From an optimization exercise on the open Yosys and OpenROAD flow, aimed at small area and a short achievable clock period; shortcuts taken in it are not production practice.
Only simulation tests tie the RTL to the original design; equivalence was not proved.
Power is estimated from default activity; no workload was simulated.

[flow/config.mk]
export PLATFORM = sky130hd
export DESIGN_NAME = ldpc_dec_out_serializer
export DESIGN_NICKNAME = ldpc_dec_out_serializer
export VERILOG_FILES = /design/flow/design.v
export SDC_FILE = /design/flow/constraint.sdc
export NUM_CORES = 4
export LEC_CHECK = 0
export CAP_MARGIN = 20
export CORE_MARGIN = 2
export CORE_UTILIZATION = 55
export CTS_CLUSTER_DIAMETER = 100
export CTS_CLUSTER_SIZE = 25
export PLACE_DENSITY = 0.65
export SETUP_SLACK_MARGIN = 2.6
export SLEW_MARGIN = 20
export SYNTH_HIERARCHICAL = 1
export SYNTH_MINIMUM_KEEP_SIZE = 0
export BUFFER_PORTS_ARGS = -buffer_cell sky130_fd_sc_hd__buf_1
[flow/constraint.sdc]
create_clock -name core_clock -period 5.0 [get_ports {clk}]
set_input_delay 1.0000 -clock core_clock [delete_from_list [all_inputs] [get_ports {clk}]]
set_output_delay 1.0000 -clock core_clock [all_outputs]
set_load 0.01 [all_outputs]
[flow/design.v]
package ldpc_dec_pkg;
  localparam int ZC              = 32;
  localparam int DEC_OUT_LIFTING = 16;
  localparam int BLK_NUM         = 8;
  localparam int WORDS_23        = 4;
  localparam int WORDS_78        = 2;
  localparam logic [2:0] ILS_23 = 3'd1;
  localparam logic [2:0] ILS_78 = 3'd2;
  typedef logic [0:0] ser_state_t;
  localparam ser_state_t ST_IDLE = 1'b0;
  localparam ser_state_t ST_SEND = 1'b1;
endpackage
module ldpc_word_fifo #(
  parameter int WIDTH = 8,
  parameter int DEPTH = 5
) (
  input  logic                    clk,
  input  logic [DEPTH-1:0]        wen,
  input  logic [WIDTH-1:0]        din,
  output logic [DEPTH-1:0][WIDTH-1:0] q
);
  for (genvar i = 0; i < DEPTH; i++) begin : g_slot
    always_ff @(posedge clk) begin
      if (wen[i]) q[i] <= din;
    end
  end
endmodule
module ldpc_sel_aoi3 (
  input  logic [2:0] s,
  input  logic [2:0] d,
  output logic       y
);
  assign y = ~|(s & d);
endmodule
module ldpc_dec_out_serializer #(
  parameter int ZC              = ldpc_dec_pkg::ZC,
  parameter int DEC_OUT_LIFTING = ldpc_dec_pkg::DEC_OUT_LIFTING,
  parameter int OUT_W           = 64,
  parameter int FIFO_DEPTH      = 4,
  parameter int WORDS_23        = ldpc_dec_pkg::WORDS_23,
  parameter int WORDS_78        = ldpc_dec_pkg::WORDS_78,
  parameter int BLK_NUM         = ldpc_dec_pkg::BLK_NUM
) (
  input  logic                        clk,
  input  logic                        rst,
  input  logic [2:0]                  iLs,
  input  logic                        dec_valid,
  input  logic [2:0]                  dec_valid_cnt,
  input  logic [ZC*DEC_OUT_LIFTING-1:0] dec_data,
  output logic [OUT_W-1:0]            m_tdata,
  output logic                        m_tvalid,
  input  logic                        m_tready,
  output logic                        m_tlast,
  output logic [2:0]                  m_tuser,
  output logic                        ovf,
  output logic                        mode_err,
  output logic                        blk_done,
  output logic                        done_all
);
  localparam int IN_W  = ZC * DEC_OUT_LIFTING;
  localparam int BEATS = IN_W / OUT_W;
  localparam int MAXW  = (WORDS_23 > WORDS_78) ? WORDS_23 : WORDS_78;
  localparam int WCW   = $clog2(MAXW + 1);
  localparam int BW    = IN_W - OUT_W;      
  localparam int HW    = OUT_W + 4;         
  localparam int NS    = FIFO_DEPTH + 1;
  localparam int NH    = FIFO_DEPTH;
  localparam int BKW   = $clog2(BLK_NUM + 1);
  logic [WCW-1:0]               wcnt;
  logic [WCW-1:0]               words_q;
  logic [WCW-1:0]               words_cur;
  logic                         mode_ok;
  logic                         offer;
  logic                         word_in;
  logic                         word_last;
  logic                         snd;       
  logic [BEATS-1:0]             bsel;      
  logic                         lastb;     
  logic [FIFO_DEPTH-1:0]        qth;       
  logic [NS-1:0]                hd;        
  logic [NS-1:0]                wp;        
  logic [NS-1:0]                wen;       
  logic [NH-1:0]                hh;        
  logic [NH-1:0]                hw;        
  logic                         hw_free;   
  logic                         hw_end;    
  logic [NH-1:0]                hen;
  logic [BEATS-1:0]             csel;      
  logic [NS-1:0][BEATS-1:1]     sel;       
  logic [NH-1:0]                sel0;      
  logic [NS-1:0][BW-1:0]        slot;
  logic [NH-1:0][HW-1:0]        head;
  logic                         cur_last;  
  logic [BKW-1:0]               blk_cnt;
  logic [OUT_W-1:0]             tdata_hn;
  logic [2:0]                   tuser_h;
  logic                         tlast_h;
  logic                         ovf_h, merr_h, done_h;
  logic                         hs, eow, pop, push, full, qne, load, done_set;
  logic                         snd_n, lastb_n;
  logic [BEATS-1:0]             bsel_n, csel_n;
  logic [FIFO_DEPTH-1:0]        qth_n;
  logic [NS-1:0]                hd_n, wp_n;
  logic [NH-1:0]                hh_n, hw_n;
  logic [OUT_W-1:0]             nxt_data;
  logic [2:0]                   nxt_user;
  logic                         nxt_last, head_last;
  always_comb begin
    words_cur = words_q;
    mode_ok   = 1'b1;
    if (wcnt == '0) begin
      mode_ok = 1'b0;
      if (iLs == ldpc_dec_pkg::ILS_23) begin
        words_cur = WCW'(WORDS_23);
        mode_ok   = 1'b1;
      end else if (iLs == ldpc_dec_pkg::ILS_78) begin
        words_cur = WCW'(WORDS_78);
        mode_ok   = 1'b1;
      end
    end
  end
  assign offer     = dec_valid && !done_h;
  assign word_in   = offer && mode_ok;
  assign word_last = (wcnt == '0) ? (words_cur == WCW'(1)) : (wcnt == words_q - 1'b1);
  assign hs        = snd && m_tready;
  assign eow       = hs && lastb;
  assign qne       = qth[0];
  assign full      = qth[FIFO_DEPTH-1];
  assign pop       = qne && (!snd || eow);
  assign push      = word_in && (!full || pop);
  assign load      = !snd || hs;
  always_ff @(posedge clk) begin
    if (rst) begin
      wcnt     <= '0;
      words_q  <= '0;
    end else if (word_in) begin
      if (wcnt == '0) words_q <= words_cur;
      wcnt <= word_last ? '0 : wcnt + 1'b1;
    end
  end
  always_ff @(posedge clk) begin
    if (rst) begin
      ovf_h    <= 1'b0;
      merr_h   <= 1'b0;
      ovf      <= 1'b0;
      mode_err <= 1'b0;
    end else begin
      if (word_in && !push) ovf_h <= 1'b1;
      if (offer && !mode_ok) merr_h <= 1'b1;
      ovf      <= ovf_h || (word_in && !push);
      mode_err <= merr_h || (offer && !mode_ok);
    end
  end
  always_comb begin
    snd_n  = snd;
    bsel_n = bsel;
    hd_n   = hd;
    if (pop) begin
      snd_n  = 1'b1;
      bsel_n = BEATS'(1);
    end else if (eow) begin
      snd_n  = 1'b0;
      bsel_n = BEATS'(1);
    end else if (hs) begin
      bsel_n = {bsel[BEATS-2:0], bsel[BEATS-1]};
    end
    if (eow) hd_n = {hd[NS-2:0], hd[NS-1]};
    lastb_n = snd_n && bsel_n[BEATS-1];
    hh_n  = pop ? {hh[NH-2:0], hh[NH-1]} : hh;
    qth_n = qth;
    if (push && !pop)      qth_n = {qth[FIFO_DEPTH-2:0], 1'b1};
    else if (pop && !push) qth_n = {1'b0, qth[FIFO_DEPTH-1:1]};
    wp_n = push ? {wp[NS-2:0], wp[NS-1]} : wp;
    hw_n = push ? {hw[NH-2:0], hw[NH-1]} : hw;
    csel_n = (!snd_n || lastb_n) ? BEATS'(1) : {bsel_n[BEATS-2:0], bsel_n[BEATS-1]};
  end
  always_ff @(posedge clk) begin
    if (rst) begin
      snd     <= 1'b0;
      bsel    <= BEATS'(1);
      lastb   <= 1'b0;
      qth     <= '0;
      hd      <= NS'(1);
      wp      <= NS'(1);
      wen     <= NS'(1);
      hh      <= NH'(1);
      hw      <= NH'(1);
      hw_free <= 1'b1;
      hw_end  <= 1'b0;
      csel    <= BEATS'(1);
      sel     <= '0;
      sel0    <= NH'(1);
    end else begin
      snd     <= snd_n;
      bsel    <= bsel_n;
      lastb   <= lastb_n;
      qth     <= qth_n;
      hd      <= hd_n;
      wp      <= wp_n;
      hh      <= hh_n;
      hw      <= hw_n;
      csel    <= csel_n;
      for (int i = 0; i < NS; i++) sel[i] <= hd_n[i] ? csel_n[BEATS-1:1] : '0;
      sel0    <= csel_n[0] ? hh_n : '0;
      wen     <= (qth_n[FIFO_DEPTH-1] && snd_n && !lastb_n) ? '0 : wp_n;
      hw_free <= !qth_n[FIFO_DEPTH-1] || (qth_n[0] && !snd_n);
      hw_end  <= qth_n[0] && lastb_n;
    end
  end
  assign hen = (hw_free || (hw_end && m_tready)) ? hw : '0;
  ldpc_word_fifo #(
    .WIDTH (BW),
    .DEPTH (NS)
  ) u_fifo (
    .clk  (clk),
    .wen  (wen),
    .din  (dec_data[IN_W-1:OUT_W]),
    .q    (slot)
  );
  ldpc_word_fifo #(
    .WIDTH (HW),
    .DEPTH (NH)
  ) u_head (
    .clk  (clk),
    .wen  (hen),
    .din  ({dec_data[OUT_W-1:0], dec_valid_cnt, word_last}),
    .q    (head)
  );
  localparam int NSRC = NS * (BEATS - 1) + NH;
  localparam int NGRP = (NSRC + 2) / 3;
  logic [3*NGRP-1:0]            src_sel;
  logic [OUT_W-1:0][3*NGRP-1:0] src_dat;
  logic [OUT_W-1:0][NGRP-1:0]   grp_n;
  always_comb begin
    src_sel = '0;
    src_dat = '0;
    for (int i = 0; i < NS; i++) begin
      for (int c = 1; c < BEATS; c++) begin
        src_sel[i*(BEATS-1) + c - 1] = sel[i][c];
        for (int b = 0; b < OUT_W; b++) src_dat[b][i*(BEATS-1) + c - 1] = slot[i][(c-1)*OUT_W + b];
      end
    end
    for (int j = 0; j < NH; j++) begin
      src_sel[NS*(BEATS-1) + j] = sel0[j];
      for (int b = 0; b < OUT_W; b++) src_dat[b][NS*(BEATS-1) + j] = head[j][4 + b];
    end
  end
  for (genvar b = 0; b < OUT_W; b++) begin : g_bit
    for (genvar g = 0; g < NGRP; g++) begin : g_grp
      ldpc_sel_aoi3 u_aoi (
        .s (src_sel[3*g +: 3]),
        .d (src_dat[b][3*g +: 3]),
        .y (grp_n[b][g])
      );
    end
    assign nxt_data[b] = ~&grp_n[b];
  end
  always_comb begin
    nxt_user  = '0;
    head_last = 1'b0;
    for (int j = 0; j < NH; j++) begin
      nxt_user  = nxt_user | ({3{sel0[j]}} & head[j][3:1]);
      head_last = head_last | (sel0[j] & head[j][0]);
    end
    nxt_last = cur_last && csel[BEATS-1];
  end
  always_ff @(posedge clk) begin
    if (load) begin
      tdata_hn <= ~nxt_data;
      tlast_h <= nxt_last;
      if (csel[0]) begin
        tuser_h  <= nxt_user;
        cur_last <= head_last;
      end
    end
  end
  always_ff @(posedge clk) begin
    if (rst) begin
      m_tuser <= '0;
      m_tlast <= 1'b0;
    end else begin
      m_tuser <= (load && csel[0]) ? nxt_user : tuser_h;
      m_tlast <= load ? nxt_last : tlast_h;
    end
  end
  always_ff @(posedge clk) begin
    m_tdata <= load ? nxt_data : ~tdata_hn;
  end
  assign done_set = hs && tlast_h && (blk_cnt == BKW'(BLK_NUM - 1));
  always_ff @(posedge clk) begin
    if (rst) begin
      blk_done <= 1'b0;
      done_h   <= 1'b0;
      done_all <= 1'b0;
      blk_cnt  <= '0;
    end else begin
      blk_done <= hs && tlast_h;
      if (hs && tlast_h) blk_cnt <= blk_cnt + 1'b1;
      if (done_set) done_h <= 1'b1;
      done_all <= done_h || done_set;
    end
  end
  assign m_tvalid = snd;
endmodule
[flow/flow/run.sh]
#!/bin/bash
set -euo pipefail
cat >> config.mk <<'EOF'
export BUFFER_PORTS_ARGS = -buffer_cell sky130_fd_sc_hd__buf_1
EOF
bash standard.sh finish > standard_flow.log 2>&1
[flow/standard.sh]
#!/bin/bash
# synth_recipe.tcl (not shown) runs the flow's synth.tcl, then flattens the netlist and writes it again
# the make line also repeats each setting of config.mk as NAME=value (left out here)
make -C /OpenROAD-flow-scripts/flow DESIGN_CONFIG=/design/flow/config.mk WORK_HOME=/design/flow/orfs CLKGATE_MAP_FILE= SYNTH_SCRIPT=/design/flow/synth_recipe.tcl "${@:-finish}"
==> results of run 1 <==
Yosys cell counts, drive strengths merged, types with 15 or more instances:
cell / n / share of area (%)
dfxtp: 166 / 3.6
nor2: 72 / 0.29
nor4: 65 / 0.44
nor3: 18 / 0.11
a222oi: 832 / 8.9
mux2i: 82 / 0.88
a21oi: 16 / 0.098
inv: 15 / 0.060
nand4: 129 / 0.87
edfxtp: 2580 / 83
nand2: 86 / 0.35
nand3: 67 / 0.37
path summary, 6_finish.rpt:
kind / from / end / slack (ns) / depth (start not counted)
hold reg to reg: tdata_hn[45]$_DFFE_PN_ / m_tdata[45]$_DFF_P_ / 0.42 / 1
setup reg to reg: sel[20]$_SDFF_PP0_ / m_tdata[41]$_DFF_P_ / 2.56 / 5
hold / removal: tdata_hn[45]$_DFFE_PN_ / m_tdata[45]$_DFF_P_ / 0.42 / 1
setup / recovery: sel[20]$_SDFF_PP0_ / m_tdata[41]$_DFF_P_ / 2.56 / 5
per-module statistics from Yosys, one instance, submodules excluded, excerpt:
module,flip-flops and latches,cells inside
ldpc_sel_aoi3,0,1
ldpc_dec_out_serializer,234,910
what timing repair did:
action | CTS | global route
resized for setup | 97 | 26
hold endpoints to repair | 0 | 0
cloned | 1 | 1
pin swaps | 13 | 3
endpoints found under the setup margin | 428 | 95
buffers inserted | 30 | 12
hold buffers | 0 | 0
state kept, by name, summed over array words and instances, names as in the netlist, 2 cells and up:
name      cells
blk_cnt       4
bsel          8
csel          2
hd            5
hh            4
hw            4
m_tdata      64
m_tuser       3
qth           4
sel          35
sel0          4
tdata_hn     64
tuser_h       3
u_fifo.q   2240
u_head.q    272
wcnt          3
wen           5
words_q       3
wp            5
worst max-delay path: stages (launching register included):
cell and delay, ns:
dfxtp_4 0.54, buf_4 0.34, a222oi_1 0.44, nand4_1 0.33, nor4_2 0.45, mux2i_1 0.14
layer usage:
layer  up-vias  wire [um]
met3       664      41000
met4        28      14700
met5         -        158
li1      21300          -
met1     28200     106000
met2      4577     149000
final cells by class:
type                    count  area (sq um)  share of cell area [%]
clock buffers             221          3400                    3.26
multi-input cells        1466         12800                    12.2
flip-flops and latches   2746         81000                    77.5
inverters                  15          82.6                  0.0791
repair buffers            745          4130                    3.96
clock inverters             6          82.6                  0.0791
repair inverters            1          8.76                 0.00839
well taps                2218          2780                    2.66
diodes                     74           185                   0.177
metrics by stage:
step | instance area (sq um) | std cells
floorplan | 93300 | 4254
global placement | 99300 | 7147
detailed placement | 99300 | 7147
CTS | 104000 | 7405
global route | 104000 | 7477
finish | 104000 | 7492
cells by family (layout without fill, tap and decap cells):
logic type	after synthesis	count (layout)	synth area share (%)
xor+xnor	8	8	0.0912
buf+inv	43	988	0.207
compound gates	890	890	9.38
fa+ha+maj	4	4	0.0537
other cells	0	74	0
flops	2746	2746	86.7
mux	82	82	0.880
simple gates	481	482	2.73
power breakdown:
group	switching (mW)	total (mW)	internal (mW)
Sequential	0.482	27.0	26.5
Combinational	1.73	2.35	0.622
Clock	6.83	11.5	4.65
Total	9.04	40.8	31.8
==> flow_metrics.py, run 1 <==
metrics = {
    "route": {
        "dr.pass1.iters": 10,
        "drt-initial-drc-count": 12900,
        "wl_per_cell_um": 41.4,
        "ant_nets": 0,
        "vias": 54800,
        "wl_um": 310000,
        "viasPerCell": 7.31,
        "drc": 0,
    },
    "sta": {
        "hold_viol_final": 0,
        "fin_crit_ns": 2.44,
        "slew-limit-headroom_pct": 16.9,
        "worstMarginPinSlew_ns": 1.25,
        "hold_slack_ns": 0.420,
        "fin_crit_sh_pct": 48.8,
        "drv_slew": 0,
        "setup_ws_ns": 2.56,
        "finalSetupViolations": 0,
        "worst_clock_skew_ns": 0.0437,
        "fin_setup_tns_ns": 0,
        "clock.fmax_mhz": 410,
        "rsz0062_at_grt": "false",
    },
    "synth": {
        "async_reset_ff_share_pct": 0,
        "ys_seq_elements": 2746,
        "syn_nets": 4780,
        "synth.avg_cell_area_sq_um": 21.9,
        "synthDistinctLibCells": 51,
        "synth_area_sq_um": 93200,
        "synthFlopType": "edfxtp_1",
        "ys_seq_area_share_pct": 86.7,
        "synth-edff-count": 2580,
        "ys_warn_count": 9,
        "syn_inst": 4254,
    },
    "critical_path": {
        "crit_type": "reg2reg",
        "crit_fanout": 19,
        "worstPathArrival_ns": 3.10,
        "cp.required_ns": 5.66,
        "worstSetupStartpointType": "flop",
        "endpoint_kind": "flop",
    },
    "cells_and_area": {
        "final_common_cell": "edfxtp_1",
        "final_cell_mix": "edfxtp_1 (2,580), a222oi_1 (832), buf_1 (577)",
        "final_util_pct": 61.8,
        "final_nets": 5620,
        "area_delta_synth_final_pct": 12.0,
        "nFillCells": 11900,
        "drive_above_1_share_pct": 8.29,
    },
    "flow_run": {
        "maxCapViolCount": 0,
    },
    "floorplanning": {
        "die_width_um": 416,
        "core_sq_um": 169000,
        "initial_core_util_pct": 55.2,
        "num_io_pins": 595,
        "die_h_um": 416,
        "fp-row-count": 151,
        "dieArea_sq_um": 173000,
    },
    "clock_tree": {
        "cts_root_buf": "clkbuf_16",
        "clk-insertion-delay-late_ns": 0.83,
        "htree_levels": 3,
        "clk_transition_reported_paths_ns": 0.10,
        "clkSinkCount": 2746,
        "numCtsBuffers": 119,
        "clk_path_buf_depth": 3,
        "cts_tree": "built",
    },
    "place": {
        "place_ws_ns": 1.18,
        "gp_congestion": 0.853,
        "io_buffers": 594,
        "dpl.hpwl_um": 173000,
    },
    "worst_hold_path": {
        "hold_path.class": "reg2reg",
    },
    "global_route": {
        "grtUsageMet3_pct": 6.53,
        "grt_pass1_vias": 51700,
        "grt_first_pass_wirelength_um": 411000,
        "grtUsageMet2_pct": 54.2,
        "grt_use_total_pct": 34.4,
        "antenna_found_initial": 109,
        "top_usage_layer": "met2",
        "grt_util_met1_pct": 46.4,
        "grt_max_degree": 172,
        "grt-ovfl-total": 0,
    },
    "status": {
        "status": "no timing/DRC/antenna violations",
    },
    "power": {
        "p_per_area_nw_per_um2": 391,
        "p_total_mw": 40.8,
        "ir_drop_mv": 0.335,
        "p_leak_nw": 32.9,
    },
}
==> run 2: changes to the inputs <==
--- a/flow/config.mk
+++ b/flow/config.mk
@@ -9,8 +9,8 @@
 export CORE_MARGIN = 2
 export CORE_UTILIZATION = 55
-export CTS_CLUSTER_DIAMETER = 100
-export CTS_CLUSTER_SIZE = 25
+export CTS_CLUSTER_DIAMETER = 90
+export CTS_CLUSTER_SIZE = 28
 export PLACE_DENSITY = 0.65
-export SETUP_SLACK_MARGIN = 2.6
+export SETUP_SLACK_MARGIN = 2.7
 export SLEW_MARGIN = 20
 export SYNTH_HIERARCHICAL = 1
==> run 2 against run 1 <==
  * Clock power is essentially flat
  * Fmax grew 4.3%
  * Wire length grew 2.6%
  * Critical path depth is the same
  * Register-to-register slack gained 0.10 ns
  * Sequential cell count is the same
  * Sequential share of layout area shrank 0.47 points
  * Clock skew grew 0.00065 ns
  * Core utilization grew 0.41 points
  * Sequential power is essentially flat
  * Cell count grew 0.19%
  * Synthesized cell count is the same
==> flow_metrics.py, run 2 <==
metrics = {
    "status": {
        "status": "no timing/DRC/antenna violations",
    },
    "worst_hold_path": {
        "hold_depth": 1,
        "hold_path.class": "reg2reg",
        "holdPathEnd": "m_tdata[23]$_DFF_P_",
        "hp-start": "tdata_hn[23]$_DFFE_PN_",
    },
    "floorplanning": {
        "die_width_um": 416,
        "initial_core_util_pct": 55.2,
        "die_h_um": 416,
        "num_io_pins": 595,
        "core_sq_um": 169000,
        "dieArea_sq_um": 173000,
        "fp-row-count": 151,
    },
    "synth": {
        "synth.avg_cell_area_sq_um": 21.9,
        "synth-edff-count": 2580,
        "synthFlopType": "edfxtp_1",
        "ys_seq_elements": 2746,
        "synth_top_area_share_pct": 83.1,
        "synth_area_sq_um": 93200,
        "synth_most_common_cell": "edfxtp_1",
        "syn_nets": 4780,
        "synth_common_cells": "edfxtp_1 (2,580), a222oi_1 (832), dfxtp_1 (166)",
        "ys_seq_area_share_pct": 86.7,
        "synthDistinctLibCells": 51,
        "syn_inst": 4254,
        "synth.area.top_cells": "edfxtp_1 (83%), a222oi_1 (8.9%), dfxtp_1 (3.6%)",
        "ys_warn_count": 9,
        "async_reset_ff_share_pct": 0,
        "synth_top_area_cell": "edfxtp_1",
    },
    "sta": {
        "slew-limit-headroom_pct": 21.0,
        "fin_crit_ns": 2.34,
        "worst_clock_skew_ns": 0.0444,
        "fin_setup_tns_ns": 0,
        "fin_crit_sh_pct": 46.8,
        "clock.fmax_mhz": 428,
        "drv_slew": 0,
        "rsz0062_at_grt": "true",
        "worstMarginPinSlew_ns": 1.18,
        "hold_viol_final": 0,
        "finalSetupViolations": 0,
    },
    "route": {
        "ant_nets": 0,
        "wl_per_cell_um": 42.4,
        "wl_um": 319000,
        "viasPerCell": 7.37,
        "routed-wl-met3_um": 43500,
        "drt-initial-drc-count": 13200,
        "dr.max_layer_used": "met5",
        "m1WireLength_um": 107000,
        "wl_met2_um": 150000,
        "dr.pass1.iters": 10,
        "vias": 55300,
        "drc": 0,
    },
    "critical_path": {
        "worstSetupStartpointType": "flop",
        "crit_fanout": 17,
        "reg2reg_depth": 5,
        "r2r_slack_ns": 2.66,
        "endpoint_kind": "flop",
        "crit_type": "reg2reg",
        "cp_slowest_cell": "a222oi_1",
        "critical-path-max-stage-delay_ns": 0.72,
        "cp.required_ns": 5.67,
        "worstPathArrival_ns": 3.01,
        "cp_cell_sequence": "buf_6 -> a222oi_1 -> nand3_1 -> nor4_4 -> mux2i_1",
        "rr_endpoint": "m_tdata[14]$_DFF_P_",
        "r2r-start": "sel[33]$_SDFF_PP0_",
        "crit_buf_inv": 1,
        "cp_top_family": "compound AO/OA/AOI/OAI gates",
    },
    "cells_and_area": {
        "largest-register": "u_fifo.q",
        "largest_reg_flops": 2240,
        "final_nets": 5639,
        "final_cell_mix": "edfxtp_1 (2,580), a222oi_1 (832), buf_1 (535)",
        "reg_top3": "u_fifo.q (2240), u_head.q (272)",
        "area_delta_synth_final_pct": 12.8,
        "drive_above_1_share_pct": 10.2,
        "final_common_cell": "edfxtp_1",
        "fin_area_sq_um": 105000,
        "layout.cells.non_filler": 7506,
    },
    "place": {
        "gp_congestion": 0.853,
        "dp_cells": 7147,
        "placed_area_sq_um": 99300,
        "io_buffers": 594,
        "dpl.hpwl_um": 173000,
    },
    "global_route": {
        "grt_use_total_pct": 35.4,
        "antenna_found_initial": 114,
        "grt_max_degree": 172,
        "grt_pass1_vias": 51800,
        "grt_first_pass_wirelength_um": 420000,
        "grt-ovfl-total": 0,
    },
    "flow_run": {
        "maxCapViolCount": 0,
    },
    "clock_tree": {
        "clk-insertion-delay-late_ns": 0.80,
        "clkSinkCount": 2746,
        "htree_levels": 3,
        "cts_root_buf": "clkbuf_16",
        "cts_tree": "built",
        "hold_buffers": 0,
        "clk_path_buf_depth": 3,
        "clk_transition_reported_paths_ns": 0.11,
        "numCtsBuffers": 111,
    },
    "power": {
        "p_leak_nw": 33.3,
        "ir_drop_mv": 0.349,
        "p_per_area_nw_per_um2": 389,
    },
}
-- run 2: cell counts after synthesis --
Identical to the previous run, type by type.
-- run 2: per-module statistics from Yosys, one instance, submodules excluded, a selection --
module | times used | cells inside | area (sq um)
ldpc_dec_out_serializer | 1 | 910 | 9480
ldpc_sel_aoi3 | 832 | 1 | 10.0
-- run 2: timing repair --
item | CTS | global route
resized for setup | 215 | 27
pin swaps | 18 | 6
gates cloned | 2 | 0
setup endpoints to repair | 558 | 293
setup buffers | 43 | 26
-- run 2: layout make-up --
cell class              count  area [sq um]
clock buffers             192          3170
fillers                 11800         63800
well taps                2218          2780
flip-flops and latches   2746         81000
repair inverters            1          8.76
diodes                     78           195
multi-input cells        1466         12900
clock inverters            18           244
repair buffers            772          4750
inverters                  15          82.6
-- run 2: worst max path at each step --
stage	end	start	cells past startpoint
after floorplan	u_fifo.q[0]$_DFFE_PP_	wen[0]$_SDFF_PP1_	0
after global placement	u_head.q[133]$_DFFE_PP_	m_tready	4
after detailed placement	u_head.q[83]$_DFFE_PP_	m_tready	4
after CTS	m_tdata[37]	m_tdata[37]$_DFF_P_	1
after global routing	m_tdata[37]	m_tdata[37]$_DFF_P_	1
final	m_tdata[14]$_DFF_P_	sel[33]$_SDFF_PP0_	5
-- run 2: kinds of logic (layout without fill, tap and decap cells) --
group                    after synthesis  count (layout)  share of synthesized area [%]
XOR/XNOR                               8               8                         0.0912
AO/OA/AOI/OAI                        890             890                           9.38
adder cells (fa/ha/maj)                4               4                         0.0537
flip-flops                          2746            2746                           86.7
buffers and inverters                 43             998                          0.207
other                                  0              78                              0
AND/OR/NAND/NOR                      481             482                           2.73
multiplexers                          82              82                          0.880
-- run 2: layer usage --
layer	track usage [%]	vias up
li1	-	21300
met1	47.3	28400
met3	7.23	719
met4	19.2	36
met5	0	-
met2	55.1	4777
-- run 2: power by group --
part           internal, mW  switching, mW
Sequential             26.5          0.484
Clock                  4.57           6.85
Combinational         0.715           1.76
-- run 2: through the flow --
step | util [%] | setup WS [ns] | power [mW] | hold slack, ns
2_1_floorplan | - | 1.24 | 28.4 | 0.404
3_3_place_gp | 58.8 | 1.28 | 29.6 | 0.407
3_5_place_dp | 58.8 | 1.18 | 29.7 | 0.409
4_1_cts | 61.8 | 2.64 | 40.8 | 0.418
5_1_grt | 62.2 | 2.65 | 41.8 | 0.435
6_report | 62.2 | 2.66 | 40.9 | 0.420

-- afterwards: timing with drivers on the ports --
How much do the figures lean on ideal ports? The routed layouts below were timed once more, with nothing changed but the port constraints. Step 1, drivers: a clkbuf_16 drives clk and a buf_2 each remaining input, both assumed. Step 2 adds t to the input delays and takes it off the output delays; t is the mean of the earliest and latest rising clock arrival at the registers after step 1. Input paths then give back, and output paths get back, about the clock's delay inside the block. a / b / c = ideal ports / drivers / drivers and shift; a / b = the first two.
run | shift t [ns] | setup WS [ns] | worst setup path after step 2 | worst register clock-pin slew, ns
run 1 | 0.897 | 2.560 / 2.545 / 1.839 | input to register | 0.11 / 0.11
run 2 | 0.871 | 2.661 / 2.585 / 1.948 | input to register | 0.11 / 0.11
After both steps every run listed still meets setup and hold. The setup slack of run 1, which loses most, moves by -0.015 ns with the drivers and by -0.721 ns with both steps.
